Context: an optimization exercise on an open-source flow, tuned for small area, a short achievable clock period and few clock cycles per item. The choices shown serve that exercise and are no tape-out recipe.
RTL that was checked went through simulation tests only; none was proved equivalent to the original.
No functional check of the RTL was part of run 1.
Power and IR drop assume default switching activity.

--- flow/config.mk ---
export PLATFORM = sky130hd
export DESIGN_NAME = ordered_dither_spiral_screen_unit
export DESIGN_NICKNAME = ordered_dither_spiral_screen_unit
export VERILOG_FILES = /design/flow/design.v
export SDC_FILE = /design/flow/constraint.sdc
export NUM_CORES = 4
export LEC_CHECK = 0
export ABC_AREA = 1
export CAP_MARGIN = 20
export CORE_MARGIN = 2
export CORE_UTILIZATION = 55
export PLACE_DENSITY = 0.7
export SLEW_MARGIN = 20
--- flow/constraint.sdc ---
create_clock -name core_clock -period 10.0 [get_ports {i_clk}]
set_input_delay 2.0000 -clock core_clock [delete_from_list [all_inputs] [get_ports {i_clk}]]
set_output_delay 2.0000 -clock core_clock [all_outputs]
set_load 0.01 [all_outputs]
--- flow/design.v ---
package odss_pkg;
    localparam int SIDE_W = 5;                           
    localparam int IN_W   = 48;                          
    localparam int OUT_W  = 24;                          
    localparam logic [4:0] SIDE_RESET = 5'd4;              
    localparam logic [1023:0] T_WTS = 1024'h84218421428428427a59bc6384848484216379a58426842657842157000000004214214224242424342134210000000021212121000000000000000000000000;
    function automatic logic [31:0] f_wts(input logic [4:0] n);
        f_wts = T_WTS[32*n +: 32];
    endfunction
    localparam logic [191:0] T_VFAC = 192'he31aa4799510309184081000;
    function automatic logic [5:0] f_vfac(input logic [4:0] n);
        f_vfac = T_VFAC[6*n +: 6];
    endfunction
    localparam logic [255:0] T_HALF = 256'h80808080808080808080808080808080716255483d32292019120d0805020101;
    function automatic logic [7:0] f_half(input logic [4:0] n);
        f_half = T_HALF[8*n +: 8];
    endfunction
    localparam logic [2047:0] T_KIDX = 2048'he1e0dfdedddcdbdad9d8d7d6d5d4d3d2e2a9a8a7a6a5a4a3a2a1a09f9e9d9cd1e3aa797877767574737271706f6e9bd0e4ab7a51504f4e4d4c4b4a49486d9acfe5ac7b5231302f2e2d2c2b2a476c99cee6ad7c533219181716151429466b98cde7ae7d54331a090807061328456a97cce8af7e55341b0a0100051227446996cbe9b07f56351c0b0203041126436895caeab18057361d0c0d0e0f1025426794c9ebb28158371e1f2021222324416693c8ecb3825938393a3b3c3d3e3f406592c7edb4835a5b5c5d5e5f606162636491c6eeb58485868788898a8b8c8d8e8f90c5efb6b7b8b9babbbcbdbebfc0c1c2c3c4f0f1f2f3f4f5f6f7f8f9fafbfcfdfeff;
    function automatic logic [7:0] f_kidx(input logic [7:0] ab);
        f_kidx = T_KIDX[8*ab +: 8];
    endfunction
endpackage
module odss_front #(
    parameter int QD = 4
) (
    input  logic        i_clk,
    input  logic        i_rst_n,
    input  logic        i_pix_in,
    output logic        o_s_tready,
    input  logic        i_pv,
    input  logic [3:0]  i_pd,
    output logic        o_m_tvalid,
    input  logic        i_m_tready,
    output logic [23:0] o_m_tdata,
    output logic [0:0]  o_m_tuser
);
    localparam int CW = $clog2(QD + 2);
    logic          r_rdy;
    logic [CW-1:0] r_cred;       
    logic [CW-1:0] w_cred;
    logic          r_ov;
    logic [3:0]    r_od;
    logic [3:0]    r_q [QD];
    logic [CW-1:0] r_qn;
    logic [CW-1:0] w_qn;         
    logic          w_pop;
    logic          w_load;
    assign w_pop  = r_ov && i_m_tready;
    assign w_load = !r_ov || i_m_tready;
    assign w_cred = r_cred + CW'(i_pix_in) - CW'(w_pop);
    assign w_qn   = (w_load && r_qn != '0) ? r_qn - CW'(1) : r_qn;
    always_ff @(posedge i_clk) begin
        if (!i_rst_n) begin
            r_cred <= '0;
            r_rdy  <= 1'b1;
            r_ov   <= 1'b0;
            r_qn   <= '0;
        end else begin
            r_cred <= w_cred;
            r_rdy  <= (w_cred != CW'(QD + 1));
            if (w_load) begin
                r_ov <= (r_qn != '0) || i_pv;
            end
            r_qn <= w_qn + CW'(i_pv && !(w_load && r_qn == '0));
        end
    end
    always_ff @(posedge i_clk) begin
        if (w_load) begin
            r_od <= (r_qn != '0) ? r_q[0] : i_pd;
        end
        for (int i = 0; i < QD; i++) begin
            if (w_load && r_qn != '0) begin
                if (CW'(i) + CW'(1) < r_qn) begin
                    r_q[i] <= (i + 1 < QD) ? r_q[(i + 1) % QD] : i_pd;
                end else if (CW'(i) + CW'(1) == r_qn) begin
                    r_q[i] <= i_pd;
                end
            end else if (!w_load && CW'(i) == r_qn) begin
                r_q[i] <= i_pd;
            end
        end
    end
    assign o_s_tready = r_rdy;
    assign o_m_tvalid = r_ov;
    assign o_m_tdata  = {{8{r_od[2]}}, {8{r_od[1]}}, {8{r_od[0]}}};
    assign o_m_tuser  = r_od[3];
endmodule
module odss_back (
    input  logic        i_clk,
    input  logic        i_rst_n,
    input  logic [4:0]  i_cfg,      
    input  logic        i_beat,
    input  logic        i_mode,
    input  logic [47:0] i_data,
    output logic        o_pv,
    output logic [3:0]  o_pd        
);
    function automatic logic [6:0] f_wsum(input logic [11:0] x,
                                          input logic [31:0] wts);
        logic [6:0] s;
        s = {3'd0, x[3:0]};
        for (int i = 4; i < 12; i++) begin
            s = s + (x[i] ? {3'd0, wts[4*(i-4) +: 4]} : 7'd0);
        end
        f_wsum = s;
    endfunction
    function automatic logic [6:0] f_rsub(input logic [6:0] s,
                                          input logic [4:0] n,
                                          input int         k);
        logic [7:0] d;
        d = {1'b0, s >> k} - {3'b0, n};
        f_rsub = d[7] ? s : 7'((d[6:0] << k) | (s & 7'((1 << k) - 1)));
    endfunction
    function automatic logic f_lt(input logic [6:0] a, input logic [6:0] b);
        logic l;
        l = 1'b0;
        for (int i = 0; i < 7; i++) begin
            l = (~a[i] & b[i]) | ((~a[i] | b[i]) & l);
        end
        f_lt = l;
    endfunction
    function automatic logic f_lt8(input logic [7:0] a, input logic [7:0] b);
        logic l;
        l = 1'b0;
        for (int i = 0; i < 8; i++) begin
            l = (~a[i] & b[i]) | ((~a[i] | b[i]) & l);
        end
        f_lt8 = l;
    endfunction
    logic        r1_v, r1_pix;
    logic [11:0] r1_x, r1_y;
    logic [7:0]  r1_c [3];
    logic [4:0]  r_sn;
    logic [5:0]  r_vf;           
    logic [2:0]  r_rs;           
    logic [31:0] r_wts;          
    logic        r_sb;
    logic        r2_v, r2_b;
    logic [4:0]  r2_n;
    logic [6:0]  r2_sx, r2_sy;
    logic [7:0]  r2_ph [3];
    logic [2:0]  r2_e;
    logic        r3_v, r3_b;
    logic [4:0]  r3_n;
    logic [5:0]  r3_sx, r3_sy;
    logic [7:0]  r3_t [3];
    logic        r4_v, r4_b;
    logic [4:0]  r4_n;
    logic [7:0]  r4_m;           
    logic [7:0]  r4_t [3];
    logic [31:0] w_wts;
    logic [5:0]  w_vfac;
    logic [15:0] w_p [3];
    logic [15:0] w_pp [3][7];
    logic [6:0]  w_sx3, w_sy3, w_sx4, w_sy4;
    logic [4:0]  w_sn_nx;
    logic [4:0]  w_nm1;
    logic [3:0]  w_kx0, w_kx1, w_ky0, w_ky1;
    logic        w_gx, w_gy;
    logic [7:0]  w_ab;
    logic [7:0]  w_k;
    logic [7:0]  w_half;
    logic        w_u;
    logic [7:0]  w_hb [3];
    always_ff @(posedge i_clk) begin
        if (!i_rst_n) begin
            r1_v <= 1'b0;
            r2_v <= 1'b0;
            r3_v <= 1'b0;
            r4_v <= 1'b0;
            r_sb <= 1'b0;
        end else begin
            r1_v <= i_beat;
            r2_v <= r1_v && r1_pix;
            r3_v <= r2_v;
            r4_v <= r3_v;
            if (r1_v && !r1_pix) begin
                r_sb <= 1'b1;
            end
        end
    end
    always_ff @(posedge i_clk) begin
        if (r1_v && !r1_pix) begin
            r_sn <= i_cfg;
        end
    end
    assign w_sn_nx = (r1_v && !r1_pix) ? i_cfg : r_sn;
    always_ff @(posedge i_clk) begin
        r_vf  <= odss_pkg::f_vfac(w_sn_nx);
        r_rs  <= {w_sn_nx[4], w_sn_nx[0] && !w_sn_nx[4], !w_sn_nx[0]};
        r_wts <= odss_pkg::f_wts(w_sn_nx);
    end
    always_ff @(posedge i_clk) begin
        r1_pix  <= i_mode;
        r1_x    <= i_data[11:0];
        r1_y    <= i_data[23:12];
        r1_c[0] <= i_data[31:24];
        r1_c[1] <= i_data[39:32];
        r1_c[2] <= i_data[47:40];
    end
    assign w_wts   = r_wts;
    assign w_vfac  = r_vf;
    always_comb begin
        for (int j = 0; j < 3; j++) begin
            for (int i = 0; i < 6; i++) begin
                w_pp[j][i] = w_vfac[i] ? 16'(r1_c[j]) << (i + 2) : 16'd0;
            end
            w_pp[j][6] = (r_rs[2] ? 16'(r1_c[j]) << 8 : 16'd0)
                       | (r_rs[1] ? 16'(r1_c[j]) << 1 : 16'd0)
                       | (r_rs[0] ? 16'(r1_c[j]) : 16'd0);
            w_p[j] = w_pp[j][0] + w_pp[j][1] + w_pp[j][2] + w_pp[j][3]
                   + w_pp[j][4] + w_pp[j][5] + w_pp[j][6];
        end
    end
    always_ff @(posedge i_clk) begin
        r2_b  <= r_sb;
        r2_n  <= r_sn;
        r2_sx <= f_wsum(r1_x, w_wts);
        r2_sy <= f_wsum(r1_y, w_wts);
        for (int j = 0; j < 3; j++) begin
            r2_ph[j] <= w_p[j][15:8];
            r2_e[j]  <= (r1_c[j] == 8'd128) && r_sn[0];
        end
    end
    assign w_sx3 = f_rsub(f_rsub(r2_sx, r2_n, 3), r2_n, 2);
    assign w_sy3 = f_rsub(f_rsub(r2_sy, r2_n, 3), r2_n, 2);
    always_ff @(posedge i_clk) begin
        r3_b  <= r2_b;
        r3_n  <= r2_n;
        r3_sx <= w_sx3[5:0];
        r3_sy <= w_sy3[5:0];
        for (int j = 0; j < 3; j++) begin
            r3_t[j] <= r2_ph[j] - 8'(r2_e[j]);
        end
    end
    assign w_sx4 = f_rsub({1'b0, r3_sx}, r3_n, 1);
    assign w_sy4 = f_rsub({1'b0, r3_sy}, r3_n, 1);
    assign w_nm1 = r3_n - 5'd1;
    assign w_kx0 = r3_n[4:1] + 4'd8;                  
    assign w_kx1 = r3_n[3:0] + r3_n[4:1] + 4'd8;      
    assign w_ky0 = w_nm1[4:1] + 4'd9;                 
    assign w_ky1 = r3_n[3:0] + w_nm1[4:1] + 4'd9;     
    assign w_gx  = !f_lt(w_sx4, {2'b0, r3_n});
    assign w_gy  = !f_lt(w_sy4, {2'b0, r3_n});
    assign w_ab  = {w_sx4[3:0] - (w_gx ? w_kx1 : w_kx0),
                    w_sy4[3:0] - (w_gy ? w_ky1 : w_ky0)};
    always_ff @(posedge i_clk) begin
        r4_b  <= r3_b;
        r4_n  <= r3_n;
        r4_m  <= w_ab;
        for (int j = 0; j < 3; j++) begin
            r4_t[j] <= r3_t[j];
        end
    end
    assign w_k   = odss_pkg::f_kidx(r4_m);
    assign w_half = odss_pkg::f_half(r4_n);
    assign w_u    = f_lt8(w_k, w_half);
    assign o_pv = r4_v;
    always_comb begin
        o_pd[3] = r4_b;
        for (int j = 0; j < 3; j++) begin
            w_hb[j] = w_half + {1'b0, r4_t[j][7:1]};
            o_pd[j] = r4_b && (f_lt8(w_k, {1'b0, r4_t[j][7:1]})
                               || (r4_t[j][0] && w_k == {1'b0, r4_t[j][7:1]})
                               || (!w_u && f_lt8(w_k, w_hb[j])));
        end
    end
endmodule
module ordered_dither_spiral_screen_unit (
    input  logic                          i_clk,
    input  logic                          i_rst_n,
    input  logic                          i_cfg_valid,
    output logic                          o_cfg_ready,
    input  logic [odss_pkg::SIDE_W-1:0]   i_cfg_data,     
    input  logic                          s_axis_tvalid,
    output logic                          s_axis_tready,
    input  logic [odss_pkg::IN_W-1:0]     s_axis_tdata,
    input  logic [0:0]                    s_axis_tuser,   
    output logic                          m_axis_tvalid,
    input  logic                          m_axis_tready,
    output logic [odss_pkg::OUT_W-1:0]    m_axis_tdata,
    output logic [0:0]                    m_axis_tuser    
);
    logic [4:0] r_cfg;           
    logic       w_beat;
    logic       w_pix_in;
    logic       w_pv;
    logic [3:0] w_pd;
    assign o_cfg_ready = 1'b1;
    always_ff @(posedge i_clk) begin
        if (!i_rst_n) begin
            r_cfg <= odss_pkg::SIDE_RESET;
        end else if (i_cfg_valid) begin
            if (i_cfg_data == '0) begin
                r_cfg <= 5'd1;
            end else if (i_cfg_data > 5'd16) begin
                r_cfg <= 5'd16;
            end else begin
                r_cfg <= i_cfg_data;
            end
        end
    end
    assign w_beat   = s_axis_tvalid && s_axis_tready;
    assign w_pix_in = w_beat && s_axis_tuser[0];
    odss_back u_back (
        .i_clk    (i_clk),
        .i_rst_n  (i_rst_n),
        .i_cfg    (r_cfg),
        .i_beat   (w_beat),
        .i_mode   (s_axis_tuser[0]),
        .i_data   (s_axis_tdata),
        .o_pv     (w_pv),
        .o_pd     (w_pd)
    );
    odss_front #(.QD(5)) u_out (
        .i_clk      (i_clk),
        .i_rst_n    (i_rst_n),
        .i_pix_in   (w_pix_in),
        .o_s_tready (s_axis_tready),
        .i_pv       (w_pv),
        .i_pd       (w_pd),
        .o_m_tvalid (m_axis_tvalid),
        .i_m_tready (m_axis_tready),
        .o_m_tdata  (m_axis_tdata),
        .o_m_tuser  (m_axis_tuser)
    );
endmodule
--- flow/flow/run.sh ---
#!/bin/bash
set -euo pipefail
bash standard.sh SETUP_SLACK_MARGIN=5.6 \
    "BUFFER_PORTS_ARGS=-buffer_cell sky130_fd_sc_hd__buf_1" \
    "CTS_ARGS=-sink_clustering_enable -repair_clock_nets -dont_use_dummy_load" \
    finish > layout.log 2>&1
--- flow/standard.sh ---
#!/bin/bash
# synth_recipe.tcl (not shown) runs the flow's synth.tcl, then flattens the netlist and writes it again
# the make line also repeats each setting of config.mk as NAME=value (left out here)
make -C /OpenROAD-flow-scripts/flow DESIGN_CONFIG=/design/flow/config.mk WORK_HOME=/design/flow/orfs CLKGATE_MAP_FILE= SYNTH_SCRIPT=/design/flow/synth_recipe.tcl "${@:-finish}"
==> flow_metrics.tcl, run 1 <==
set metrics [dict create \
    status "finished clean" \
    io_buffer_count 85 \
    critPathKind "reg2reg" \
    peakVddDrop_mv 0.174 \
    firstDrtPassIters 6 \
    slowest_delay_ps 530 \
    finish.net_count 3062 \
    hold_violations 0 \
    tritoncts "built" \
    p_seq_frac 0.238 \
    relSlewSlack 0.412 \
    dr.first_iter.drc_count 961 \
    p_per_area_nw_per_um2 344 \
    area_delta_synth_final_pct 7.75 \
    layout_common_cells "nand2_1, inv_1, ha_1" \
    finalCritPeriodShare 0.439 \
    drcViolationCount 0 \
    cpMaxStageDelayCell "fa_1" \
    vias 16100 \
    clock_sink_count 258 \
    worstPathCellList "buf_8 > nand2_1 > inv_1 > fa_1 > inv_1 > fa_1 > inv_1 > fa_1 > fa_1 > ha_1 > nand4_1 > o21bai_2 > a21oi_2 > inv_1 > a21oi_2 > o21bai_1 > nand2_1 > inv_2 > nand2_2 > nand3_2 > a21oi_2 > xnor2_1" \
    worstRegToRegCells 22 \
    grt_overflow_total 0 \
    cp_data_required_time_ps 10460 \
    combPwrFrac 0.651 \
    die_h_um 196 \
    yosysTopAreaCellShare 0.231 \
    hold-path-endpoint "u_back.r4_t[0][4]" \
    clk-insertion-delay-late_ps 550 \
    synth_warnings 11 \
    cp_max_fo 24 \
    ys_top_cells_by_area "dfxtp_1, fa_1, ha_1" \
    rrSetupSlack_ps 5610 \
    avgSynthCellArea_um2 7.94 \
    synth_edf_count 24 \
    dp.cells 3024 \
    initial_core_util 0.556 \
    finalClockSkew_ps 25.5 \
    wire_per_inst_um 15.0 \
    boundaryPins 87 \
    period_needed_ps 4390 \
    die_w_um 196 \
    fin_cells 3072 \
    drtAntennaViolNets 0 \
    finalWirelength_mm 46.1 \
    r2r_end "u_back.r2_ph[1][6]" \
    arrival_ps 4860 \
    syn_area_um2 20300 \
    coreArea_um2 36500 \
    p_leak_nw 11.8 \
    cts.clk_slew.worst_paths_ps 60 \
    p_int_w 0.00381 \
    viasPerCell 5.26 \
    cp-start-kind "flip-flop" \
    gp_congestion 0.994 \
    min_path_type "reg2reg" \
    fp-row-count 70 \
    grt_pass1_vias 16200 \
    syn_nets 3013 \
    rsz0062_at_grt "true" \
    diodes 0 \
    dp_hpwl_mm 35.7 \
    power.switching_w 0.00371 \
    synth_seq_area_share 0.266 \
    worstSetupEndpointType "flip-flop" \
    drive_above_1_share 0.0580 \
    synth_cells 2557 \
    worst_slew_pin_slew_ps 877 \
    drv_cap 0 \
    ys_seq_elements 258 \
    synth.distinct_cells 55 \
    grt_max_degree 35 \
    die_area_um2 38500 \
    clkPwrFrac 0.111 \
    grt_pass1_wl_mm 76.9 \
    whs_ps 317 \
    track_usage 0.243 \
    maxSlewViolCount 0 \
    cts_root_buf "clkbuf_16" \
    final_common_cell "nand2_1" \
    synth_top_area_cell "dfxtp_1" \
    cts_max_level 1 \
    timing.rr.start "u_back.r_vf[1]" \
    cts_buffers 27 \
    clockBufferDepth 3 \
    hold_depth 0 \
    fin_tns_setup_ps 0 \
    setup_viol 0 \
    synthFlopType "dfxtp_1" \
    max_freq_ghz 0.228 \
    hold_start "u_back.r3_t[0][4]" \
    p_sw_frac 0.493 \
    ys_async_sr_fraction 0 \
    antenna_found_initial 0 \
    finalCoreUtilization 0.599 \
]
## critical path: cells and delay by family, from the launching register on
kind            cells  cell delay [ps]
fa+ha+maj           5             2280
flops               1              310
simple gates        5              420
compound gates      5              690
xor+xnor            1              150
buf+inv             6              450
## area by class of cell
class	instances	area [um2]
Inverter	503	1900
Sequential cell	258	5450
Fill cell	3287	14600
Timing Repair inverter	2	12.5
Multi-Input combinational cell	1706	12700
Clock buffer	27	676
Tap cell	468	586
Timing Repair Buffer	108	523
## metrics by stage
stage          total power (W)  area [um2]  setup WS, ps
3_5_place_dp           0.00648       20800          5050
3_3_place_gp           0.00634       20800          5190
4_1_cts                0.00738       21600          5590
5_1_grt                0.00836       21900          5380
6_report               0.00752       21900          5610
2_1_floorplan          0.00540       20300          5610
## synthesized netlist by cell type (9+ instances only)
cell type	number
ha_1	233
dfxtp_1	234
nand4_1	17
xor2_1	67
nor3_1	12
o21bai_1	10
nand2_2	13
buf_4	27
nand3_1	107
buf_2	9
nand2_1	644
a21oi_1	95
a21o_1	11
xnor2_1	41
o211ai_1	16
fa_1	164
clkbuf_1	44
o22ai_1	23
edfxtp_1	24
inv_1	492
o21ai_0	74
nor2_1	116
## how the worst max path moves through the flow
stage | slack, ps | cells past startpoint | end | startpoint
global placement | 5190 | 16 | u_back.r2_ph[2][7] | u_back.r_rs[2]
finish | 5610 | 22 | u_back.r2_ph[1][6] | u_back.r_vf[1]
global route | 5380 | 21 | u_back.r2_ph[1][6] | u_back.r_rs[1]
CTS | 5590 | 16 | u_back.r2_ph[2][5] | u_back.r_rs[1]
floorplan | 5610 | 20 | u_back.r2_ph[2][7] | u_back.r_rs[1]
detailed placement | 5050 | 16 | u_back.r2_ph[2][5] | u_back.r_rs[2]
## flip-flops by register name, indices dropped and copies added (netlist names), 7 cells and up
register,cells
u_back.r1_y,12
u_back.r2_sy,7
u_out.r_q,20
u_back.r4_t,24
u_back.r2_sx,7
u_back.r2_ph,24
u_back.r4_m,8
u_back.r1_c,24
u_back.r_wts,27
u_back.r1_x,12
u_back.r3_t,24
## cell families (layout without fill, tap and decap cells)
group,after synthesis,in the layout,share of synthesized area
other cells,1,1,0.000185
compound gates,264,264,0.0751
flops,258,258,0.266
buf+inv,593,640,0.117
xor+xnor,108,108,0.0466
simple gates,931,931,0.187
mux,5,5,0.00271
fa+ha+maj,397,397,0.305
## layer usage
metal  routed length [um]  share of wire  GRT usage  vias to the layer above
met5                    0              0          0                        -
met4                 1430          0.031     0.0864                        0
met3                 2600          0.056     0.0285                      107
met2                22400           0.49      0.427                      509
met1                19600           0.43      0.310                     7585
li1                     -              -          -                     7943
## power by group through the flow
stage	Sequential, W	Clock (W)	Combinational [W]
5_1_grt	0.00183	0.000895	0.00563
3_5_place_dp	0.00181	0	0.00468
3_3_place_gp	0.00180	0	0.00455
2_1_floorplan	0.00162	0	0.00378
6_report	0.00179	0.000831	0.00489
4_1_cts	0.00179	0.000855	0.00474
## repair_timing
action / 4_1_cts / 5_1_grt
hold endpoints to repair: 0 / 0
pin swaps: 11 / 48
hold buffers: 0 / 0
gates resized for setup: 35 / 51
gates cloned: 1 / 1
buffers inserted: 8 / 11
endpoints found under the setup margin: 31 / 33
==> run 2, diff against run 1 <==
--- a/flow/design.v
+++ b/flow/design.v
@@ -7,9 +7,13 @@
     function automatic logic [31:0] f_wts(input logic [4:0] n);
         f_wts = T_WTS[32*n +: 32];
     endfunction
-    localparam logic [191:0] T_VFAC = 192'he31aa4799510309184081000;
-    function automatic logic [5:0] f_vfac(input logic [4:0] n);
-        f_vfac = T_VFAC[6*n +: 6];
+    localparam logic [287:0] T_SCALE = 288'h80c06030180c06030180c06030180c0603017131554913d194a441190943411050140402;
+    function automatic logic [8:0] f_scale(input logic [4:0] n);
+        f_scale = T_SCALE[9*n +: 9];
+    endfunction
+    localparam logic [319:0] T_SCALE3 = 320'hc0f03c0f03c0f03c0f03c0f03c0f03c0f03c0f03a9a4f7f9b35b92f3d8c32586f138330780f01806;
+    function automatic logic [9:0] f_scale3(input logic [4:0] n);
+        f_scale3 = T_SCALE3[10*n +: 10];
     endfunction
     localparam logic [255:0] T_HALF = 256'h80808080808080808080808080808080716255483d32292019120d0805020101;
     function automatic logic [7:0] f_half(input logic [4:0] n);
@@ -131,8 +135,8 @@
     logic [11:0] r1_x, r1_y;
     logic [7:0]  r1_c [3];
     logic [4:0]  r_sn;
-    logic [5:0]  r_vf;           
-    logic [2:0]  r_rs;           
+    logic [8:0]  r_s1;           
+    logic [9:0]  r_s3;           
     logic [31:0] r_wts;          
     logic        r_sb;
     logic        r2_v, r2_b;
@@ -149,9 +153,9 @@
     logic [7:0]  r4_m;           
     logic [7:0]  r4_t [3];
     logic [31:0] w_wts;
-    logic [5:0]  w_vfac;
+    logic [9:0]  w_m [4];
     logic [15:0] w_p [3];
-    logic [15:0] w_pp [3][7];
+    logic [15:0] w_pp [3][4];
     logic [6:0]  w_sx3, w_sy3, w_sx4, w_sy4;
     logic [4:0]  w_sn_nx;
     logic [4:0]  w_nm1;
@@ -186,8 +190,8 @@
     end
     assign w_sn_nx = (r1_v && !r1_pix) ? i_cfg : r_sn;
     always_ff @(posedge i_clk) begin
-        r_vf  <= odss_pkg::f_vfac(w_sn_nx);
-        r_rs  <= {w_sn_nx[4], w_sn_nx[0] && !w_sn_nx[4], !w_sn_nx[0]};
+        r_s1  <= odss_pkg::f_scale(w_sn_nx);
+        r_s3  <= odss_pkg::f_scale3(w_sn_nx);
         r_wts <= odss_pkg::f_wts(w_sn_nx);
     end
     always_ff @(posedge i_clk) begin
@@ -199,17 +203,16 @@
         r1_c[2] <= i_data[47:40];
     end
     assign w_wts   = r_wts;
-    assign w_vfac  = r_vf;
+    assign w_m[0]  = '0;
+    assign w_m[1]  = {1'b0, r_s1};
+    assign w_m[2]  = {r_s1, 1'b0};
+    assign w_m[3]  = r_s3;
     always_comb begin
         for (int j = 0; j < 3; j++) begin
-            for (int i = 0; i < 6; i++) begin
-                w_pp[j][i] = w_vfac[i] ? 16'(r1_c[j]) << (i + 2) : 16'd0;
+            for (int i = 0; i < 4; i++) begin
+                w_pp[j][i] = 16'(w_m[r1_c[j][2*i +: 2]]) << (2 * i);
             end
-            w_pp[j][6] = (r_rs[2] ? 16'(r1_c[j]) << 8 : 16'd0)
-                       | (r_rs[1] ? 16'(r1_c[j]) << 1 : 16'd0)
-                       | (r_rs[0] ? 16'(r1_c[j]) : 16'd0);
-            w_p[j] = w_pp[j][0] + w_pp[j][1] + w_pp[j][2] + w_pp[j][3]
-                   + w_pp[j][4] + w_pp[j][5] + w_pp[j][6];
+            w_p[j] = w_pp[j][0] + w_pp[j][1] + w_pp[j][2] + w_pp[j][3];
         end
     end
     always_ff @(posedge i_clk) begin
==> run 2 against run 1 <==
Compared with the run above:
- largest power group unchanged
- fmax up 4.7%
- worst hold slack better by 6.6 ps
- global-route usage is 2.3 points higher
- power is 1.8% lower
- register-to-register slack gained 200 ps
==> flow_metrics.tcl, run 2 <==
set metrics [dict create \
    cts_buffers 29 \
    avgSynthCellArea_um2 7.71 \
    drive_above_1_share 0.0814 \
    diodes 0 \
    cp_data_required_time_ps 10430 \
    synth_common_cells "nand2_1, inv_1, dfxtp_1, ha_1, nor2_1" \
    min_path_type "reg2reg" \
    setup_viol 0 \
    fin_tns_setup_ps 0 \
    firstDrtPassIters 5 \
    drv_cap 0 \
    finalClockSkew_ps 22.7 \
    synth_warnings 12 \
    grt_overflow_total 0 \
    coreArea_um2 35300 \
    rrSetupSlack_ps 5800 \
    rsz0062_at_grt "true" \
    synth.distinct_cells 66 \
    dp_hpwl_mm 37.6 \
    synth_seq_area_share 0.284 \
    synth_mux_area_frac 0.00224 \
    wire_per_inst_um 16.1 \
    tritoncts "built" \
    die_h_um 193 \
    syn_nets 2901 \
    synth_top_family_by_area "adder cells" \
    peakVddDrop_mv 0.187 \
    worstSetupEndpointType "flip-flop" \
    finalPower_w 0.00738 \
    clock_sink_count 266 \
    yosysTopAreaCellShare 0.247 \
    clk-insertion-delay-late_ps 550 \
    arrival_ps 4630 \
    regMostFlops "u_back.r_wts" \
    die_w_um 193 \
    cp_max_fo 11 \
    synth_compound_area_frac 0.134 \
    boundaryPins 87 \
    ys_async_sr_fraction 0 \
    maxSlewViolCount 0 \
    cp-start-kind "flip-flop" \
    p_per_area_nw_per_um2 345 \
    finalCritPeriodShare 0.420 \
    met2_length_mm 23.2 \
    drtAntennaViolNets 0 \
    layout_common_cells "nand2_1, inv_1, dfxtp_1" \
    synth_fa_ha_area_frac 0.224 \
    status "finished clean" \
    finalWirelength_mm 49.7 \
    ys_seq_elements 266 \
    m1WireLength_mm 21.2 \
    viasPerCell 5.44 \
    syn_area_um2 19600 \
    die_area_um2 37100 \
    gp_congestion 0.956 \
    synth_cells 2539 \
    final_common_cell "nand2_1" \
    post-synth-top-count-cell "nand2_1" \
    hold_violations 0 \
    grt_pass1_wl_mm 79.3 \
    initial_core_util 0.555 \
    ys_top_cells_by_area "dfxtp_1, ha_1, nand2_1" \
    cts_max_level 1 \
    dr_wl_met3_mm 3.30 \
    synth-xor-area-share 0.0536 \
    grt_pass1_vias 15800 \
    cts-hold-fix-buffers 0 \
    period_needed_ps 4200 \
    synth_top_area_cell "dfxtp_1" \
    antenna_found_initial 0 \
    fp-row-count 69 \
    cts.clk_slew.worst_paths_ps 60 \
    grt_max_degree 39 \
    synthFlopType "dfxtp_1" \
    io_buffer_count 85 \
    dr.first_iter.drc_count 1438 \
    worst_slew_pin_slew_ps 886 \
    critPathKind "reg2reg" \
    highest_layer "met4" \
    max_freq_ghz 0.238 \
    clockBufferDepth 3 \
    p_leak_nw 10.9 \
    synth-simple-area-share 0.193 \
    synth_edf_count 24 \
    cts_root_buf "clkbuf_16" \
    area_delta_synth_final_pct 9.12 \
    drcViolationCount 0 \
    largest_register_ff_count 27 \
    finish.net_count 2994 \
    vias 16800 \
    track_usage 0.266 \
    relSlewSlack 0.403 \
]
## run 2: worst paths after layout
check                    startpoint            endpoint  cells past startpoint
hold reg to reg   u_back.r3_t[2][2]   u_back.r4_t[2][2]                      0
hold / removal    u_back.r3_t[2][2]   u_back.r4_t[2][2]                      0
setup reg to reg     u_back.r_s1[7]  u_back.r2_ph[0][7]                     19
setup / recovery     u_back.r_s1[7]  u_back.r2_ph[0][7]                     19
## run 2: cell families after synthesis
logic type               after synthesis
AO/OA/AOI/OAI                        430
XOR/XNOR                             119
adder cells (fa/ha/maj)              303
buffers and inverters                518
flip-flops                           266
multiplexers                           4
other                                  1
AND/OR/NAND/NOR                      898
## run 2: worst max-delay path, cell delays in order (launching register included)
cell        delay, ps
dfxtp_1           790
clkinvlp_4        200
buf_4             210
o211ai_1          280
ha_1              320
a21oi_1           150
nand2_1           120
nand2_1            90
nand2_1            80
nand2_1           110
xor2_1            100
fa_1              550
inv_1              40
ha_1              340
nand2_1            80
nor3_2            140
nand4_1           130
nand2_1           150
a21oi_1            80
xnor2_1           120
## run 2: report_power, final
group / switching, W / internal [W]
clock: 0.000379 / 0.000503
sequential: 0.000333 / 0.00148
combinational: 0.00294 / 0.00174
## run 2: per-layer routing
metal / GRT usage / up-vias
met3: 0.0293 / 148
met1: 0.347 / 7623
met5: 0 / -
met4: 0.107 / 0
li1: - / 8373
met2: 0.450 / 662
## run 2: area by class of cell
type / count / area, um2
fillers: 3157 / 13900
multi-input cells: 1755 / 12100
flip-flops and latches: 266 / 5600
inverters: 446 / 1720
clock buffers: 29 / 726
repair buffers: 134 / 687
well taps: 461 / 577
## run 2: through the flow
| stage | utilization | area, um2 | hold WS, ps | std cells | worst slack [ps] |
|---|---|---|---|---|---|
| 6_report | 0.605 | 21400 | 324 | 3091 | 5800 |
| 5_1_grt | 0.605 | 21400 | 328 | 3091 | 5550 |
| 4_1_cts | 0.592 | 20900 | 323 | 3059 | 5600 |
| 3_5_place_dp | 0.569 | 20100 | 312 | 3020 | 5330 |
| 3_3_place_gp | 0.569 | 20100 | 311 | 3020 | 5490 |
| 2_1_floorplan | - | 19600 | 310 | 2539 | 5840 |
## run 2: what timing repair did
action / CTS / global route
endpoints found under the setup margin: 14 / 34
buffers inserted: 10 / 32
gates resized for setup: 12 / 70
pin swaps: 0 / 8
Testbench counts of run 2, summed over its fixed seeds: cycles 13,195, items 12,795.
==> run 3, diff against run 2 <==
==> flow/run.sh (new file) <==
#!/bin/bash
# synth_recipe.tcl (not shown) runs the flow's synth.tcl, then flattens the netlist and writes it again
# the make line also repeats each setting of config.mk as NAME=value (left out here)
make -C /OpenROAD-flow-scripts/flow DESIGN_CONFIG=/design/flow/config.mk WORK_HOME=/design/flow/orfs CLKGATE_MAP_FILE= SYNTH_SCRIPT=/design/flow/synth_recipe.tcl finish
--- a/flow/config.mk
+++ b/flow/config.mk
@@ -10,4 +10,5 @@
 export CORE_MARGIN = 2
 export CORE_UTILIZATION = 55
 export PLACE_DENSITY = 0.7
+export SETUP_SLACK_MARGIN = 5
 export SLEW_MARGIN = 20
removed: flow/flow/run.sh
removed: flow/standard.sh
==> run 3 against run 2 <==
Compared with the run above:
- still clean
- count of clock-buffer cells in the layout increased by 5
- register-to-register slack got worse by 520 ps
- largest power group unchanged
- via count hardly changed
- critical endpoint is now u_back.r2_ph[2][6]
- die area is the same
- wire length decreased by 0.17%
==> flow_metrics.tcl, run 3 <==
set metrics [dict create \
    synth_warnings 12 \
    ys_top_cells_by_area "dfxtp_1, ha_1, nand2_1" \
    cts_max_level 1 \
    drcViolationCount 0 \
    fin_cells 3077 \
    period_needed_ps 4710 \
    boundaryPins 87 \
    finalCoreUtilization 0.614 \
    drv_cap 0 \
    fp-row-count 69 \
    firstDrtPassIters 6 \
    cts-hold-fix-buffers 0 \
    die_h_um 193 \
    dp.cells 3018 \
    ys_async_sr_fraction 0 \
    synth_common_cells "nand2_1, inv_1, dfxtp_1, ha_1, nor2_1" \
    p_leak_nw 11.1 \
    layout_common_cells "nand2_1, inv_1, dfxtp_1" \
    post-synth-top-count-cell "nand2_1" \
    wire_per_inst_um 16.1 \
    area_delta_synth_final_pct 10.7 \
    maxSlewViolCount 0 \
    finalWirelength_mm 49.6 \
    synth_cells 2539 \
    cp_max_fo 7 \
    max_freq_ghz 0.212 \
    cts_buffers 29 \
    ys_seq_elements 266 \
    synth_edf_count 24 \
    clockBufferDepth 3 \
    dp_hpwl_mm 38.3 \
    diodes 0 \
    finish.net_count 2956 \
    die_w_um 193 \
    fin_tns_setup_ps 0 \
    hold_violations 0 \
    initial_core_util 0.555 \
    syn_area_um2 19600 \
    min_path_type "reg2reg" \
    arrival_ps 5160 \
    critPathKind "reg2reg" \
    clk-insertion-delay-late_ps 560 \
    fill_cells 3126 \
    cp_data_required_time_ps 10440 \
    io_buffer_count 85 \
    yosysTopAreaCellShare 0.247 \
    rsz0062_at_grt "false" \
    setup_viol 0 \
    synth_top_area_cell "dfxtp_1" \
    finalPower_w 0.00759 \
    cpMaxStageDelayCell "fa_1" \
    cp-start-kind "flip-flop" \
    grt_overflow_total 0 \
    cts.clk_slew.worst_paths_ps 70 \
    viasPerCell 5.46 \
    syn_nets 2901 \
    grt_pass1_vias 16000 \
    avgSynthCellArea_um2 7.71 \
    die_area_um2 37100 \
    antenna_found_initial 0 \
    synthFlopType "dfxtp_1" \
    vias 16800 \
    finalCritPeriodShare 0.471 \
    track_usage 0.267 \
    coreArea_um2 35300 \
    whs_ps 316 \
    worstSetupEndpointType "flip-flop" \
    status "finished clean" \
    relSlewSlack 0.301 \
    peakVddDrop_mv 0.211 \
    drtAntennaViolNets 0 \
    cpMostUsedCell "nand2_1" \
    slowest_delay_ps 540 \
    grt_pass1_wl_mm 79.6 \
    finalClockSkew_ps 19.4 \
    final_common_cell "nand2_1" \
    gp_congestion 0.975 \
    p_per_area_nw_per_um2 350 \
    cts_root_buf "clkbuf_16" \
    dr.first_iter.drc_count 1320 \
    synth.distinct_cells 66 \
    drive_above_1_share 0.0524 \
    regMostFlops "u_back.r_wts" \
    clock_sink_count 266 \
    tritoncts "built" \
    grt_max_degree 39 \
    worst_slew_pin_slew_ps 1040 \
    largest_register_ff_count 27 \
    synth_seq_area_share 0.284 \
]
[run 3: where the power goes]
group / switching [W] / internal (W) / total [W]
logic: 0.00291 / 0.00174 / 0.00465
registers: 0.000343 / 0.00147 / 0.00181
clock network: 0.000452 / 0.000674 / 0.00113
[run 3: repair_timing]
action / CTS / global route
buffers inserted: 0 / 6
setup endpoints to repair: 0 / 9
resized for setup: 0 / 7
[run 3: logic make-up (layout without fill, tap and decap cells)]
| family | after synthesis | in the layout | share of synthesized area |
|---|---|---|---|
| simple gates | 898 | 898 | 0.193 |
| buf+inv | 518 | 595 | 0.109 |
| xor+xnor | 119 | 119 | 0.0536 |
| fa+ha+maj | 303 | 303 | 0.224 |
| flops | 266 | 266 | 0.284 |
| compound gates | 430 | 430 | 0.134 |
| mux | 4 | 4 | 0.00224 |
| other cells | 1 | 1 | 0.000191 |
[run 3: stage by stage]
step / setup WS (ps) / cell area, um2
floorplan: 5840 / 19600
global placement: 5460 / 20600
detailed placement: 5360 / 20600
CTS: 5350 / 21600
global route: 4990 / 21700
finish: 5290 / 21700
[run 3: cell type report]
class,instances,area [um2],share of cell area
multi-input combinational,1755,11900,0.549
tap,461,577,0.0266
clock inverter,19,233,0.0107
sequential,266,5570,0.257
timing repair buffer,96,933,0.0431
clock buffer,34,786,0.0362
inverter,446,1690,0.0778
[run 3: routing by layer]
layer | track usage | vias up | share of wire
li1 | - | 8344 | -
met1 | 0.346 | 7732 | 0.44
met2 | 0.454 | 603 | 0.46
met3 | 0.0351 | 112 | 0.063
met4 | 0.100 | 0 | 0.037
met5 | 0 | - | 0
[run 3: worst paths after layout]
| path | start | end | slack (ps) | cells after the start |
|---|---|---|---|---|
| min | u_back.r3_t[1][2] | u_back.r4_t[1][2] | 320 | 0 |
| max reg2reg | u_back.r1_c[2][2] | u_back.r2_ph[2][6] | 5290 | 25 |
| max | u_back.r1_c[2][2] | u_back.r2_ph[2][6] | 5290 | 25 |
| min reg2reg | u_back.r3_t[1][2] | u_back.r4_t[1][2] | 320 | 0 |
[run 3: worst max-delay path, delay by kind of cell, from the launching register on]
| kind | cells | cell delay, ps |
|---|---|---|
| AO/OA/AOI/OAI | 7 | 1360 |
| flip-flops | 1 | 400 |
| XOR/XNOR | 2 | 230 |
| AND/OR/NAND/NOR | 10 | 1130 |
| buffers and inverters | 3 | 270 |
| adder cells (fa/ha/maj) | 3 | 1210 |
==> run 4, diff against run 3 <==
==> flow/flow/run.sh (new file) <==
#!/bin/bash
set -euo pipefail
bash standard.sh SETUP_SLACK_MARGIN=6.0 \
    "BUFFER_PORTS_ARGS=-buffer_cell sky130_fd_sc_hd__buf_1" \
    "CTS_ARGS=-sink_clustering_enable -repair_clock_nets -dont_use_dummy_load -buf_list sky130_fd_sc_hd__clkbuf_8 -sink_clustering_size 25 -sink_clustering_max_diameter 50" \
    finish > layout.log 2>&1
==> flow/standard.sh (new file) <==
#!/bin/bash
# synth_recipe.tcl (not shown) runs the flow's synth.tcl, then flattens the netlist and writes it again
# the make line also repeats each setting of config.mk as NAME=value (left out here)
make -C /OpenROAD-flow-scripts/flow DESIGN_CONFIG=/design/flow/config.mk WORK_HOME=/design/flow/orfs CLKGATE_MAP_FILE= SYNTH_SCRIPT=/design/flow/synth_recipe.tcl "${@:-finish}"
--- a/flow/config.mk
+++ b/flow/config.mk
@@ -10,5 +10,4 @@
 export CORE_MARGIN = 2
 export CORE_UTILIZATION = 55
 export PLACE_DENSITY = 0.7
-export SETUP_SLACK_MARGIN = 5
 export SLEW_MARGIN = 20
removed: flow/run.sh
==> run 4 against run 3 <==
Compared with the run above:
- still clean
- clock power shrank 47%
- non-clock buffer count grew 70
- via count increased by 3.0%
- largest power group unchanged
==> flow_metrics.tcl, run 4 <==
set metrics [dict create \
    setup_viol 0 \
    gp_congestion 0.970 \
    finalCritPeriodShare 0.390 \
    timing.rr.start "u_back.r1_c[2][2]" \
    drive_above_1_share 0.124 \
    combPwrFrac 0.677 \
    dp_hpwl_mm 37.8 \
    antenna_found_initial 0 \
    die_w_um 193 \
    yosysTopAreaCellShare 0.247 \
    rsz0062_at_grt "true" \
    synth.distinct_cells 66 \
    arrival_ps 4380 \
    initial_core_util 0.555 \
    layout_common_cells "nand2_1, inv_1, dfxtp_1" \
    diodes 0 \
    period_needed_ps 3900 \
    cts_root_buf "clkbuf_8" \
    synth_warnings 12 \
    synth_top_area_cell "dfxtp_1" \
    clock_sink_count 266 \
    drv_cap 0 \
    io_buffer_count 85 \
    critPathKind "reg2reg" \
    r2r_end "u_back.r2_ph[2][6]" \
    finalClockSkew_ps 64.1 \
    worstSetupEndpointType "flip-flop" \
    hold_violations 0 \
    cp_data_required_time_ps 10480 \
    dr.first_iter.drc_count 1198 \
    boundaryPins 87 \
    p_per_area_nw_per_um2 339 \
    synth_seq_area_share 0.284 \
    power.switching_w 0.00374 \
    hold_start "u_back.r2_sx[1]" \
    avgSynthCellArea_um2 7.71 \
    syn_area_um2 19600 \
    synth_edf_count 24 \
    hold_depth 0 \
    hold-path-endpoint "u_back.r3_sx[1]" \
    synth_cells 2539 \
    vias 17300 \
    cts_buffers 29 \
    worstSetupStartpoint "u_back.r1_c[2][2]" \
    cts_max_level 1 \
    cts-hold-fix-buffers 0 \
    firstDrtPassIters 6 \
    p_int_w 0.00362 \
    grt_max_degree 39 \
    finalCoreUtilization 0.615 \
    largest_register_ff_count 27 \
    cp-start-kind "flip-flop" \
    syn_nets 2901 \
    tritoncts "built" \
    rrSetupSlack_ps 6100 \
    worstRegToRegCells 22 \
    ys_async_sr_fraction 0 \
    coreArea_um2 35300 \
    track_usage 0.268 \
    p_seq_frac 0.242 \
    multi_input_comb_area_um2 12400 \
    p_leak_nw 10.9 \
    relSlewSlack 0.411 \
    wire_per_inst_um 16.3 \
    drtAntennaViolNets 0 \
    fill_cells 3147 \
    die_h_um 193 \
    fin_tns_setup_ps 0 \
    cts.clk_slew.worst_paths_ps 90 \
    worst_slew_pin_slew_ps 876 \
    cp_max_fo 4 \
    max_freq_ghz 0.256 \
    status "finished clean" \
    ys_top_cells_by_area "dfxtp_1, ha_1, nand2_1" \
    ys_seq_elements 266 \
    grt_overflow_total 0 \
    synth_common_cells "nand2_1, inv_1, dfxtp_1, ha_1, nor2_1" \
    die_area_um2 37100 \
    final_common_cell "nand2_1" \
    synthFlopType "dfxtp_1" \
    p_sw_frac 0.508 \
    peakVddDrop_mv 0.160 \
    regMostFlops "u_back.r_wts" \
    min_path_type "reg2reg" \
    clk-insertion-delay-late_ps 630 \
    grt_pass1_wl_mm 79.9 \
    post-synth-top-count-cell "nand2_1" \
    area_delta_synth_final_pct 10.9 \
    seq_area_um2 5630 \
    drcViolationCount 0 \
    fp-row-count 69 \
    clockBufferDepth 3 \
    viasPerCell 5.54 \
    maxSlewViolCount 0 \
    clkPwrFrac 0.081 \
    finish.net_count 3026 \
    finalWirelength_mm 50.9 \
    grt_pass1_vias 15900 \
]
run 4: cell counts after synthesis:
No cell type changed its count.
run 4: worst max-delay path by stage:
| stage | endpoint | cells past startpoint |
|---|---|---|
| floorplan | u_back.r2_ph[1][6] | 26 |
| global placement | u_back.r2_ph[1][6] | 24 |
| detailed placement | u_back.r2_ph[2][6] | 23 |
| CTS | u_back.r2_ph[2][6] | 25 |
| global route | u_back.r2_ph[0][5] | 27 |
| finish | u_back.r2_ph[2][6] | 22 |
run 4: cells by family after synthesis:
family                     after synthesis  synth area share
AOI/OAI and AO/OA                      430             0.134
xor gates and xnor gates               119            0.0536
adders and majority gates              303             0.224
buffers and inverters                  518             0.109
DFF                                    266             0.284
muxes                                    4           0.00224
other                                    1          0.000191
and+or+nand+nor                        898             0.193
run 4: stage by stage:
step	std cells	setup WS (ps)	instance area, um2	hold WS [ps]	power (W)
final	3123	6100	21700	305	0.00736
after global placement	3021	5510	20100	311	0.00620
after CTS	3073	5930	20900	304	0.00703
after detailed placement	3021	5350	20100	312	0.00632
after floorplan	2539	6010	19600	310	0.00529
after global routing	3123	5890	21700	313	0.00812
run 4: critical path, stage by stage (launching register included):
cell and delay, ps:
dfxtp_4 400, inv_6 50, nor2_4 100, inv_1 70
o221ai_1 160, ha_1 260, nand4_1 80, nand2_1 90
nand2_2 90, nand2_2 80, a21oi_4 180, o21bai_2 90
buf_4 140, buf_4 120, xor2_1 150, fa_1 480
ha_1 320, a21oi_2 250, o21bai_4 100, a21oi_2 170
or2_1 160, nand2_1 80, xor2_1 150
run 4: timing repair:
item                                    4_1_cts  5_1_grt
setup buffers                                23       50
endpoints found under the setup margin       38       43
resized for setup                            67      129
pin swaps                                     7       56
endpoints found under the hold margin         0        0
run 4: power by group through the flow:
stage | clock (W) | combinational (W) | sequential (W)
global route | 0.000657 | 0.00564 | 0.00183
floorplan | 0 | 0.00363 | 0.00166
global placement | 0 | 0.00441 | 0.00179
detailed placement | 0 | 0.00452 | 0.00180
CTS | 0.000622 | 0.00463 | 0.00178
finish | 0.000594 | 0.00498 | 0.00178
run 4: cell type report:
class | count | area share
sequential | 266 | 0.259
clock buffer | 29 | 0.0184
tap | 461 | 0.0266
multi-input combinational | 1755 | 0.572
timing repair buffer | 166 | 0.0434
inverter | 446 | 0.0804
run 4: per-layer routing:
metal  up-vias  global-route usage  wire length [um]
met2       707               0.446             23800
met3       139              0.0346              3290
met4         0               0.115              2190
li1       8457                   -                 -
met5         -                   0                 0
met1      7990               0.351             21700
==> run 5, diff against run 4 <==
--- a/flow/config.mk
+++ b/flow/config.mk
@@ -11,3 +11,4 @@
 export CORE_UTILIZATION = 55
 export PLACE_DENSITY = 0.7
 export SLEW_MARGIN = 20
+export TNS_END_PERCENT = 10
==> run 5 against run 4 <==
Compared with the run above:
- synthesized area is the same
- wire length grew 0.28%
- count of clock-buffer cells in the layout is the same
- via count is essentially flat
- die area is the same
- cell count grew 0.16%
- non-clock buffer count grew 5
- clock skew is essentially flat
- sequential power is essentially flat
- register-to-register slack lost 20 ps
- final area is essentially flat
- highest routed layer unchanged
==> flow_metrics.tcl, run 5 <==
set metrics [dict create \
    finalClockSkew_ps 64.2 \
    worstSetupEndpointType "flip-flop" \
    clock_sink_count 266 \
    die_w_um 193 \
    grt_overflow_total 0 \
    cts.clk_slew.worst_paths_ps 90 \
    clockBufferDepth 3 \
    finalPower_w 0.00734 \
    clk-insertion-delay-late_ps 630 \
    multi_input_comb_area_um2 12400 \
    synthFlopType "dfxtp_1" \
    ys_async_sr_fraction 0 \
    slowest_delay_ps 570 \
    layout_common_cells "nand2_1, inv_1, dfxtp_1" \
    hold_violations 0 \
    diodes 0 \
    p_leak_nw 10.9 \
    wire_per_inst_um 16.3 \
    critPathKind "reg2reg" \
    finalWirelength_mm 51.0 \
    io_buffer_count 85 \
    cts_buffers 29 \
    syn_nets 2901 \
    cp-start-kind "flip-flop" \
    synth_edf_count 24 \
    cts_root_buf "clkbuf_8" \
    ys_seq_elements 266 \
    relSlewSlack 0.399 \
    cts-hold-fix-buffers 0 \
    fp-row-count 69 \
    area_delta_synth_final_pct 10.8 \
    cts_max_level 1 \
    dr.first_iter.drc_count 1248 \
    yosysTopAreaCellShare 0.247 \
    stdcell_area_um2 21700 \
    min_path_type "reg2reg" \
    seq_area_um2 5630 \
    cp_data_required_time_ps 10510 \
    dpl_cell_area_um2 20100 \
    ys_top_cells_by_area "dfxtp_1, ha_1, nand2_1" \
    drv_cap 0 \
    track_usage 0.268 \
    p_per_area_nw_per_um2 338 \
    grt_pass1_vias 15900 \
    final_common_cell "nand2_1" \
    coreArea_um2 35300 \
    tritoncts "built" \
    finalCritPeriodShare 0.392 \
    vias 17300 \
    antenna_found_initial 0 \
    synth_common_cells "nand2_1, inv_1, dfxtp_1, ha_1, nor2_1" \
    setup_viol 0 \
    synth_seq_area_share 0.284 \
    avgSynthCellArea_um2 7.71 \
    status "finished clean" \
    arrival_ps 4440 \
    period_needed_ps 3920 \
    largest_register_ff_count 27 \
    viasPerCell 5.53 \
    grt_pass1_wl_mm 79.8 \
    drive_above_1_share 0.122 \
    synth_warnings 12 \
    boundaryPins 87 \
    synth.distinct_cells 66 \
    regMostFlops "u_back.r_wts" \
    worstPathCellList "clkinvlp_4 > buf_4 > o211ai_1 > ha_1 > a21oi_1 > nand2_2 > buf_4 > xnor2_2 > fa_1 > inv_1 > ha_4 > nand2_1 > nor2_1 > a211oi_2 > o21ai_1 > nand2_1 > nand2_1 > a21oi_2 > xor2_1" \
    dp_hpwl_mm 37.8 \
    post-synth-top-count-cell "nand2_1" \
    initial_core_util 0.555 \
    syn_area_um2 19600 \
    maxSlewViolCount 0 \
    synth_top_area_cell "dfxtp_1" \
    drtAntennaViolNets 0 \
    drcViolationCount 0 \
    fill_cells 3136 \
    die_area_um2 37100 \
    rsz0062_at_grt "true" \
    worst_slew_pin_slew_ps 894 \
    fin_tns_setup_ps 0 \
    firstDrtPassIters 7 \
    grt_max_degree 39 \
    gp_congestion 0.970 \
    max_freq_ghz 0.255 \
    synth_cells 2539 \
    cpMostUsedCell "nand2_1" \
    cpMaxStageDelayCell "dfxtp_2" \
    finish.net_count 3031 \
    cp_max_fo 11 \
    peakVddDrop_mv 0.161 \
    die_h_um 193 \
]
[run 5: critical path: cells and delay by family (launching register included)]
kind | cells | cell delay (ps)
fa+ha+maj | 3 | 1160
compound gates | 5 | 750
xor+xnor | 2 | 260
buf+inv | 4 | 580
flops | 1 | 570
simple gates | 5 | 510
[run 5: final timing paths]
kind              slack, ps  cells after the start            endpoint       startpoint
setup / recovery       6080                     19  u_back.r2_ph[0][5]   u_back.r_s1[7]
hold reg to reg         300                      0     u_back.r3_sx[1]  u_back.r2_sx[1]
setup reg to reg       6080                     19  u_back.r2_ph[0][5]   u_back.r_s1[7]
hold / removal          300                      0     u_back.r3_sx[1]  u_back.r2_sx[1]
[run 5: metal layers]
layer	global-route usage	wire, um	share of wire
met5	0	0	0
met4	0.115	2240	0.044
met3	0.0346	3270	0.064
met2	0.446	23800	0.47
met1	0.350	21800	0.43
[run 5: what timing repair did]
item	4_1_cts	5_1_grt
setup endpoints to repair	38	43
pin swaps	6	57
resized for setup	65	117
endpoints found under the hold margin	0	0
setup buffers	22	56
[run 5: cells by family after synthesis]
kind of cell / count (synthesis) / synth area share
muxes: 4 / 0.00224
buffers and inverters: 518 / 0.109
xor gates and xnor gates: 119 / 0.0536
and+or+nand+nor: 898 / 0.193
other: 1 / 0.000191
adders and majority gates: 303 / 0.224
AOI/OAI and AO/OA: 430 / 0.134
DFF: 266 / 0.284
[run 5: cell type report]
class / count / share of cell area
clock buffers: 29 / 0.0184
well taps: 461 / 0.0266
repair buffers: 171 / 0.0446
inverters: 446 / 0.0803
multi-input cells: 1755 / 0.571
flip-flops and latches: 266 / 0.259
[run 5: through the flow]
stage                     setup WS [ps]  cells  hold WS [ps]  utilization
final                              6080   3128           305        0.615
after floorplan                    6010   2539           310            -
after global routing               5860   3128           313        0.615
after CTS                          5930   3072           304        0.591
after global placement             5510   3021           311        0.569
after detailed placement           5350   3021           312        0.569
[run 5: where the power goes]
group          internal, W  switching [W]  total, W
registers          0.00148       0.000309   0.00179
logic              0.00187        0.00308   0.00496
clock network     0.000254       0.000342  0.000596
total              0.00361        0.00374   0.00734
==> run 6, diff against run 5 <==
--- a/flow/config.mk
+++ b/flow/config.mk
@@ -9,6 +9,6 @@
 export CAP_MARGIN = 20
 export CORE_MARGIN = 2
 export CORE_UTILIZATION = 55
+export GPL_ROUTABILITY_DRIVEN = 0
 export PLACE_DENSITY = 0.7
 export SLEW_MARGIN = 20
-export TNS_END_PERCENT = 10
==> run 6 against run 5 <==
Compared with the run above:
- still clean
- wire length fell by 6.4%
- critical path depth rose by 1
- via count fell by 1.3%
- non-clock buffer count fell by 6
- utilization fell by 0.25 points
- final area fell by 0.40%
- largest cell class unchanged
- highest routed layer unchanged
==> flow_metrics.tcl, run 6 <==
set metrics [dict create \
    cts_buffers 25 \
    die_area_um2 37100 \
    period_needed_ps 3960 \
    grt_pass1_wl_mm 76.9 \
    coreArea_um2 35300 \
    synth_seq_area_share 0.284 \
    place_ws_ps 5440 \
    ys_seq_elements 266 \
    hold_violations 0 \
    synthFlopType "dfxtp_1" \
    boundaryPins 87 \
    area_delta_synth_final_pct 10.4 \
    arrival_ps 4430 \
    synth_warnings 12 \
    max_freq_ghz 0.252 \
    finalCritPeriodShare 0.396 \
    cp_data_required_time_ps 10470 \
    grt_overflow_total 0 \
    min_path_type "reg2reg" \
    die_h_um 193 \
    grt_max_degree 39 \
    cts_root_buf "clkbuf_8" \
    ys_async_sr_fraction 0 \
    synth.distinct_cells 66 \
    finalCoreUtilization 0.612 \
    drcViolationCount 0 \
    cts_max_level 1 \
    firstDrtPassIters 6 \
    p_leak_nw 10.9 \
    synth_common_cells "nand2_1, inv_1, dfxtp_1, ha_1, nor2_1" \
    p_per_area_nw_per_um2 333 \
    peakVddDrop_mv 0.249 \
    rsz0062_at_grt "true" \
    die_w_um 193 \
    initial_core_util 0.555 \
    setup_viol 0 \
    stdcell_area_um2 21600 \
    status "finished clean" \
    synth_top_area_cell "dfxtp_1" \
    clock_sink_count 266 \
    finalWorstSetupSlack_ps 6040 \
    worstSetupEndpointType "flip-flop" \
    final_common_cell "nand2_1" \
    ys_top_cells_by_area "dfxtp_1, ha_1, nand2_1" \
    tritoncts "built" \
    dp_hpwl_mm 36.0 \
    cts.clk_slew.worst_paths_ps 120 \
    track_usage 0.254 \
    syn_nets 2901 \
    synth_cells 2539 \
    io_buffer_count 85 \
    relSlewSlack 0.289 \
    post-synth-top-count-cell "nand2_1" \
    worst_slew_pin_slew_ps 1060 \
    finalWirelength_mm 47.8 \
    antenna_found_initial 0 \
    yosysTopAreaCellShare 0.247 \
    layout_common_cells "nand2_1, inv_1, ha_1, dfxtp_1, nor2_1" \
    dr.first_iter.drc_count 1619 \
    viasPerCell 5.47 \
    grt_pass1_vias 16100 \
    avgSynthCellArea_um2 7.71 \
    syn_area_um2 19600 \
    finalClockSkew_ps 60.8 \
    clk-insertion-delay-late_ps 610 \
    critPathKind "reg2reg" \
    synth_edf_count 24 \
    fp-row-count 69 \
    finish.net_count 3021 \
    clockBufferDepth 3 \
    drv_cap 0 \
    cp-start-kind "flip-flop" \
    drtAntennaViolNets 0 \
    fin_tns_setup_ps 0 \
    diodes 0 \
    wire_per_inst_um 15.3 \
    dpl_cell_area_um2 20100 \
    regMostFlops "u_back.r_wts" \
    cp_max_fo 10 \
    largest_register_ff_count 27 \
    vias 17100 \
    drive_above_1_share 0.120 \
    maxSlewViolCount 0 \
]
run 6: cell families (layout without fill, tap and decap cells):
group	Yosys count	after routing	share of synthesized area
other cells	1	1	0.000191
buf+inv	518	636	0.109
flops	266	266	0.284
simple gates	898	898	0.193
compound gates	430	430	0.134
mux	4	4	0.00224
xor+xnor	119	119	0.0536
fa+ha+maj	303	303	0.224
run 6: worst paths after layout:
check | start | endpoint | slack (ps) | depth (start not counted)
max | u_back.r_s1[8] | u_back.r2_ph[1][6] | 6040 | 20
min | u_back.r2_sx[0] | u_back.r3_sx[0] | 300 | 0
max reg2reg | u_back.r_s1[8] | u_back.r2_ph[1][6] | 6040 | 20
min reg2reg | u_back.r2_sx[0] | u_back.r3_sx[0] | 300 | 0
run 6: report_power, final:
| part | internal [W] | switching, W |
|---|---|---|
| sequential | 0.00148 | 0.000331 |
| clock | 0.000222 | 0.000316 |
| combinational | 0.00186 | 0.00299 |
run 6: per-layer routing:
metal,up-vias,GRT usage,part of all wire
met2,764,0.428,0.47
met3,171,0.0349,0.079
met5,-,0,0
li1,8427,-,-
met1,7704,0.325,0.41
met4,0,0.108,0.041
run 6: worst max-delay path: stages, from the launching register on:
cell	delay, ps
dfxtp_1	630
clkinvlp_4	160
buf_4	190
buf_4	190
o221ai_1	300
ha_1	290
inv_1	100
o21bai_2	90
nand2_2	100
nand2_2	70
nand2_2	80
nand2_1	80
fa_1	530
inv_1	70
ha_4	270
a21oi_4	130
nor2_1	50
nor2_1	100
nand2_1	80
a21o_1	190
xor2_1	130
run 6: final cells by class:
class                   instances  area [um2]
clock buffers                  25         344
flip-flops and latches        266        5640
multi-input cells            1755       12400
well taps                     461         577
inverters                     446        1750
repair buffers                165         921
fillers                      3116       13700
run 6: through the flow:
stage	hold WS [ps]	total power, W	std cells
3_5_place_dp	312	0.00627	3018
2_1_floorplan	310	0.00529	2539
4_1_cts	301	0.00691	3068
5_1_grt	314	0.00798	3118
6_report	304	0.00720	3118
3_3_place_gp	310	0.00612	3018
run 6: what timing repair did:
item,CTS,global route
gates resized for setup,65,132
buffers inserted,25,50
hold buffers,0,0
gates cloned,0,0
pin swaps,6,62
endpoints found under the setup margin,37,42
==> run 7, diff against run 6 <==
--- a/flow/config.mk
+++ b/flow/config.mk
@@ -5,10 +5,9 @@
 export SDC_FILE = /design/flow/constraint.sdc
 export NUM_CORES = 4
 export LEC_CHECK = 0
-export ABC_AREA = 1
+export ABC_CLOCK_PERIOD_IN_PS = 4000
 export CAP_MARGIN = 20
 export CORE_MARGIN = 2
 export CORE_UTILIZATION = 55
-export GPL_ROUTABILITY_DRIVEN = 0
 export PLACE_DENSITY = 0.7
 export SLEW_MARGIN = 20
==> run 7 against run 6 <==
Compared with the run above:
- sequential cell count unchanged
- setup slack got worse by 470 ps
- register-to-register slack lost 470 ps
- sequential power fell by 8%
- combinational power shrank 5.6%
- clock power is 9.3% higher
- synthesized cell count decreased by 11%
- cell count decreased by 9.0%
- via count fell by 2.1%
- first-iteration DRC count shrank 27%
- critical path type unchanged
- highest routed layer unchanged
==> flow_metrics.tcl, run 7 <==
set metrics [dict create \
    met2_length_mm 24.5 \
    viasPerCell 5.89 \
    worstSetupEndpointType "flip-flop" \
    cpMostUsedCell "o21a_1" \
    dp_hpwl_mm 35.5 \
    cp_max_fo 3 \
    grt_overflow_total 0 \
    cts_max_level 1 \
    final_common_cell "dfxtp_1" \
    ys_seq_elements 266 \
    synth_warnings 12 \
    fp-row-count 70 \
    firstDrtPassIters 6 \
    track_usage 0.254 \
    synth_cells 2253 \
    diodes 0 \
    cts.clk_slew.worst_paths_ps 90 \
    arrival_ps 4940 \
    initial_core_util 0.560 \
    finalClockSkew_ps 53.6 \
    hold_violations 0 \
    post-synth-top-count-cell "dfxtp_1" \
    clock_sink_count 266 \
    layout_common_cells "dfxtp_1, inv_1, ha_1" \
    io_buffer_count 85 \
    synth.distinct_cells 100 \
    hold_depth 0 \
    grt_pass1_vias 16300 \
    highest_layer "met4" \
    max_freq_ghz 0.225 \
    worstPathCellList "buf_6 > mux2_4 > a22o_1 > ha_1 > a41oi_2 > nor2b_1 > o21a_1 > o21a_1 > buf_4 > or2_4 > fa_1 > inv_2 > ha_4 > and3_4 > nand3_4 > o21ai_4 > a21oi_4 > o21ai_2 > a21oi_2 > nand2b_4 > a221oi_2" \
    relSlewSlack 0.291 \
    gp_congestion 0.945 \
    wire_per_inst_um 18.1 \
    grt_pass1_wl_mm 81.0 \
    drcViolationCount 0 \
    worst_slew_pin_slew_ps 1050 \
    fill_cells 2966 \
    status "finished clean" \
    fin_cells 2838 \
    grt_max_degree 68 \
    coreArea_um2 36700 \
    period_needed_ps 4430 \
    critPathKind "reg2reg" \
    die_area_um2 38900 \
    fin_tns_setup_ps 0 \
    tritoncts "built" \
    regMostFlops "u_back.r_wts" \
    drv_cap 0 \
    slowest_delay_ps 560 \
    cp_data_required_time_ps 10510 \
    p_leak_nw 10.3 \
    path_buf_inv 3 \
    avgSynthCellArea_um2 9.11 \
    finalPower_w 0.00685 \
    dr_wl_met3_mm 2.57 \
    synthFlopType "dfxtp_1" \
    critPathTopFamily "compound AO/OA/AOI/OAI gates" \
    ys_top_cells_by_area "dfxtp_1, ha_1, fa_1" \
    synth_top_area_cell "dfxtp_1" \
    finalWirelength_mm 51.2 \
    p_per_area_nw_per_um2 293 \
    finalCritPeriodShare 0.443 \
    yosysTopAreaCellShare 0.236 \
    maxSlewViolCount 0 \
    drive_above_1_share 0.218 \
    finish.net_count 2734 \
    drtAntennaViolNets 0 \
    syn_nets 2615 \
    min_path_type "reg2reg" \
    cts_buffers 29 \
    cts_root_buf "clkbuf_8" \
    clockBufferDepth 3 \
    setup_viol 0 \
    rsz0062_at_grt "true" \
    synth_seq_area_share 0.271 \
    ys_async_sr_fraction 0 \
    die_w_um 197 \
    finalWorstSetupSlack_ps 5570 \
    antenna_found_initial 0 \
    largest_register_ff_count 27 \
    dp.cells 2681 \
    crit_cells 21 \
    vias 16700 \
    area_delta_synth_final_pct 13.8 \
    clk-insertion-delay-late_ps 590 \
    place_ws_ps 5170 \
    die_h_um 197 \
    whs_ps 324 \
    worstRegToRegCells 21 \
    synth_edf_count 24 \
    m1WireLength_mm 22.2 \
    boundaryPins 87 \
    peakVddDrop_mv 0.153 \
    dr.first_iter.drc_count 1177 \
    cpMaxStageDelayCell "fa_1" \
    synth_common_cells "dfxtp_1, ha_1, inv_1, nand2_1, nor2_1" \
    cp-start-kind "flip-flop" \
    syn_area_um2 20500 \
]
-- run 7: cell count changes after synthesis, moves of 27 or more --
cell	previous run	this run
a22o_1	0	54
a22oi_1	0	35
and2_1	0	47
clkbuf_1	30	81
inv_1	423	218
mux2_2	3	104
nand2_1	558	143
nand2b_1	0	32
nand3_1	99	20
nor2b_1	0	47
o221ai_1	58	6
o22ai_1	45	9
xnor2_1	41	68
xor2_1	77	50
-- run 7: cell type report --
type / count / area [um2] / share of cell area
sequential: 266 / 5660 / 0.242
timing repair buffer: 227 / 1480 / 0.0632
inverter: 223 / 865 / 0.0370
tap: 468 / 586 / 0.0251
clock buffer: 29 / 399 / 0.0171
multi-input combinational: 1625 / 14400 / 0.615
-- run 7: cell families after synthesis --
| kind of cell | Yosys count | share of synthesized area |
|---|---|---|
| and+or+nand+nor | 537 | 0.132 |
| AOI/OAI and AO/OA | 529 | 0.182 |
| buffers and inverters | 362 | 0.0752 |
| adders and majority gates | 313 | 0.219 |
| DFF | 266 | 0.271 |
| muxes | 127 | 0.0695 |
| xor gates and xnor gates | 118 | 0.0503 |
| other | 1 | 0.000183 |
-- run 7: path summary, 6_finish.rpt --
path	startpoint	to	slack, ps
max	u_back.r_s1[2]	u_back.r2_ph[2][5]	5570
min	u_back.r3_t[1][3]	u_back.r4_t[1][3]	320
max reg2reg	u_back.r_s1[2]	u_back.r2_ph[2][5]	5570
min reg2reg	u_back.r3_t[1][3]	u_back.r4_t[1][3]	320
-- run 7: routing by layer --
| layer | vias up | global-route usage |
|---|---|---|
| met2 | 542 | 0.435 |
| met5 | - | 0 |
| met3 | 141 | 0.0283 |
| met1 | 7977 | 0.324 |
| li1 | 8052 | - |
| met4 | 0 | 0.106 |
-- run 7: power by group --
group / switching [W] / internal (W)
clock: 0.000333 / 0.000254
combinational: 0.00255 / 0.00204
sequential: 0.000270 / 0.00139
-- run 7: per-stage QoR --
stage	instance area, um2	util
2_1_floorplan	20800	-
3_3_place_gp	21000	0.573
3_5_place_dp	21000	0.573
4_1_cts	22400	0.611
5_1_grt	23400	0.637
6_report	23400	0.637
-- run 7: timing repair --
item,CTS,global route
setup endpoints to repair,48,50
gates resized for setup,111,120
pin swaps,66,89
gates cloned,0,2
setup buffers,74,52
hold buffers,0,0

re-timing with driven ports:
No port has a modelled driver above. Below, the same layouts with a new extraction and two added sets of constraints.
Step 1 assumes that a clkbuf_16 drives the clock port and a buf_2 every other input.
Step 2 also shifts input and output timing later by t, the mid clock arrival at the registers, as if the neighbouring blocks saw the same clock.
a / b / c = ideal ports / drivers / drivers and shift; a / b = the first two.
| run | t, ns | setup WS [ns] | worst setup path at the end | worst register clock-pin slew, ns | worst slew at a driven data input, ns |
|---|---|---|---|---|---|
| run 1 | 0.589 | 5.607 / 5.607 / 5.607 | register to register | 0.06 / 0.06 | 0.04 |
| run 2 | 0.591 | 5.803 / 5.803 / 5.803 | register to register | 0.06 / 0.06 | 0.03 |
| run 3 | 0.603 | 5.286 / 5.286 / 5.286 | register to register | 0.07 / 0.07 | 0.04 |
| run 4 | 0.640 | 6.098 / 6.098 / 6.057 | input to register | 0.11 / 0.11 | 0.03 |
| run 5 | 0.643 | 6.075 / 6.075 / 6.062 | input to register | 0.11 / 0.11 | 0.03 |
| run 6 | 0.609 | 6.037 / 6.037 / 6.037 | register to register | 0.12 / 0.12 | 0.04 |
| run 7 | 0.627 | 5.565 / 5.565 / 5.565 | register to register | 0.11 / 0.11 | 0.07 |
After both steps every run listed still meets setup and hold. The setup slack of run 4, which loses most, moves by 0.000 ns with the drivers and by -0.041 ns with both steps.
